Background: an optimization exercise with open tools, aiming at small area, a short achievable clock period and few clock cycles. Do not read the settings as production practice.
Only simulation tests tie the RTL to the original design; equivalence was not proved.
Power figures rest on the tool's default switching activity, not on a simulated workload.

P:
// row_peak_valley_detector
module row_peak_valley_detector #(
    parameter int MAX_COLUMNS = 4096,
    parameter int MAX_ROWS    = 4096,
    parameter int SAMPLE_BITS = 32
) (
    input  logic                                clk,
    input  logic                                rst_n,
    input  logic                                cfg_valid,
    output logic                                cfg_ready,
    input  logic [rpvd_pkg::CFG_INDEX_BITS-1:0] cfg_index,
    input  logic [rpvd_pkg::CFG_DATA_BITS-1:0]  cfg_data,
    input  logic                                sample_valid,
    output logic                                sample_ready,
    input  logic [SAMPLE_BITS-1:0]              sample,
    input  logic                                row_start,
    input  logic                                frame_start,
    output logic                                result_valid,
    input  logic                                result_ready,
    output logic                                is_valley,
    output logic [rpvd_pkg::COLUMN_BITS-1:0]    column,
    output logic [rpvd_pkg::ROW_BITS-1:0]       row,
    output logic [rpvd_pkg::VALUE_BITS-1:0]     value
);
Size in the first run: about 1,400 cells after synthesis, roughly 280 flip-flops, about 130 I/O pins, about 16,000 sq um of cells after synthesis.
clock: 10.0 ns
lec_check: 0
cap_margin: 20
core_margin: 2
core_utilization: 40
place_density: 0.6
setup_slack_margin: 0.5
slew_margin: 20
standard.sh (not shown) runs the stock make flow with config.mk's settings and CLKGATE_MAP_FILE= SYNTH_SCRIPT=/design/flow/synth_recipe.tcl, a recipe that flattens the netlist after the stock synthesis.
==> flow/flow/run.sh <==
#!/bin/bash
# The standard layout (standard.sh), with these changes:
# - timing repair aims for a setup slack of 6.3 ns (a 10 ns clock, so about 3.7 ns);
# - the port buffers are plain sky130_fd_sc_hd__buf_1 cells;
# - the clock tree clusters up to 30 flip-flops per leaf buffer.
# The full output of the ORFS make run goes to flow.log.
bash standard.sh SETUP_SLACK_MARGIN=6.3 "BUFFER_PORTS_ARGS=-buffer_cell sky130_fd_sc_hd__buf_1" CTS_CLUSTER_SIZE=30 CTS_CLUSTER_DIAMETER=80  finish > flow.log 2>&1
P: done, clean on timing, DRC and antenna
Testbench counts of P, summed over its fixed seeds: cycles 64,112.
Changes in Q relative to P:
==> flow/flow/run.sh <==
#!/bin/bash
# The standard layout, with timing repair aiming for a setup slack of 6.5 ns,
# port buffers of a plain buffer cell and (if flow/abc.script exists) the
# standard synthesis with that ABC script for the combinational logic.
W=$PWD
if [ -f flow/abc.script ]; then
  {
    echo 'proc abc {args} { set i [lsearch $args -script]; lset args [expr {$i+1}] '"$W"'/flow/abc.script; yosys abc {*}$args }'
    echo "source $W/synth_recipe.tcl"
  } > synth_wrap.tcl
fi
bash standard.sh SETUP_SLACK_MARGIN=6.5  BUFFER_PORTS_ARGS=-buffer_cell\ sky130_fd_sc_hd__buf_1 CTS_CLUSTER_SIZE=24 CTS_CLUSTER_DIAMETER=80 finish > flow.log 2>&1
==> summary.txt <==
Compared with P, in Q ratio of final minimum period to clock period shows a reduction of 2.1 points; proportion of total power due to net switching shows a reduction of 0.82 points; total power divided by cell area shows no meaningful change; top achievable clock speed shows an increase of 6.0%.
For R, these inputs were changed with respect to Q:
==> flow/flow/run.sh <==
#!/bin/bash
# The standard layout, with timing repair aiming for a setup slack of 7.0 ns,
# port buffers of a plain buffer cell and (if flow/abc.script exists) the
# standard synthesis with that ABC script for the combinational logic.
W=$PWD
if [ -f flow/abc.script ]; then
  {
    echo 'proc abc {args} { set i [lsearch $args -script]; lset args [expr {$i+1}] '"$W"'/flow/abc.script; yosys abc {*}$args }'
    echo "source $W/synth_recipe.tcl"
  } > synth_wrap.tcl
fi
bash standard.sh SETUP_SLACK_MARGIN=7.0  BUFFER_PORTS_ARGS=-buffer_cell\ sky130_fd_sc_hd__buf_1 finish > flow.log 2>&1
Design area on R is up relative to Q. | sum of buffers and inverters on the critical path | R vs Q | 1 higher |. Comparing Q with R, the cell area after synthesis came out essentially unchanged. Cmp R vs Q: part of the total power dissipated in combinational logic lower in R. Diff Q -> R: aggregate global-route resource usage increased by 1.4 points relative to the old numbers, final setup slack of the worst path decreased by 0.028 ns relative to the old numbers, average wire per cell in the routed design increased by 0.48 um relative to the old numbers. The lower net switching component of the power came out of Q.

[re-timing with driven ports]
How much do the figures lean on ideal ports? The routed layouts below were timed once more, with nothing changed but the port constraints. Step 1: set_driving_cell puts a clkbuf_16 on clk and a buf_2 on each other input, an assumption about the parent block. Step 2 moves the port delays by t, midway between the first and last clock arrival at a register: inputs arrive t later, outputs are due t later. That takes back most of the time a late clock gives input paths. Three values: ideal, step 1, step 2; two values: the first two.
| run | t (ns) | setup WS [ns] | worst slew at a driven data input, ns | cell pins on the clock port's net |
|---|---|---|---|---|
| P | 0.571 | 6.329 / 6.279 / 6.048 | 0.04 | 1 |
| Q | 0.567 | 6.538 / 6.519 / 6.127 | 0.05 | 1 |
| R | 0.591 | 6.510 / 6.510 / 6.459 | 0.05 | 1 |
After both steps every run listed still meets setup and hold. The setup slack of Q, which loses most, moves by -0.019 ns with the drivers and by -0.411 ns with both steps.
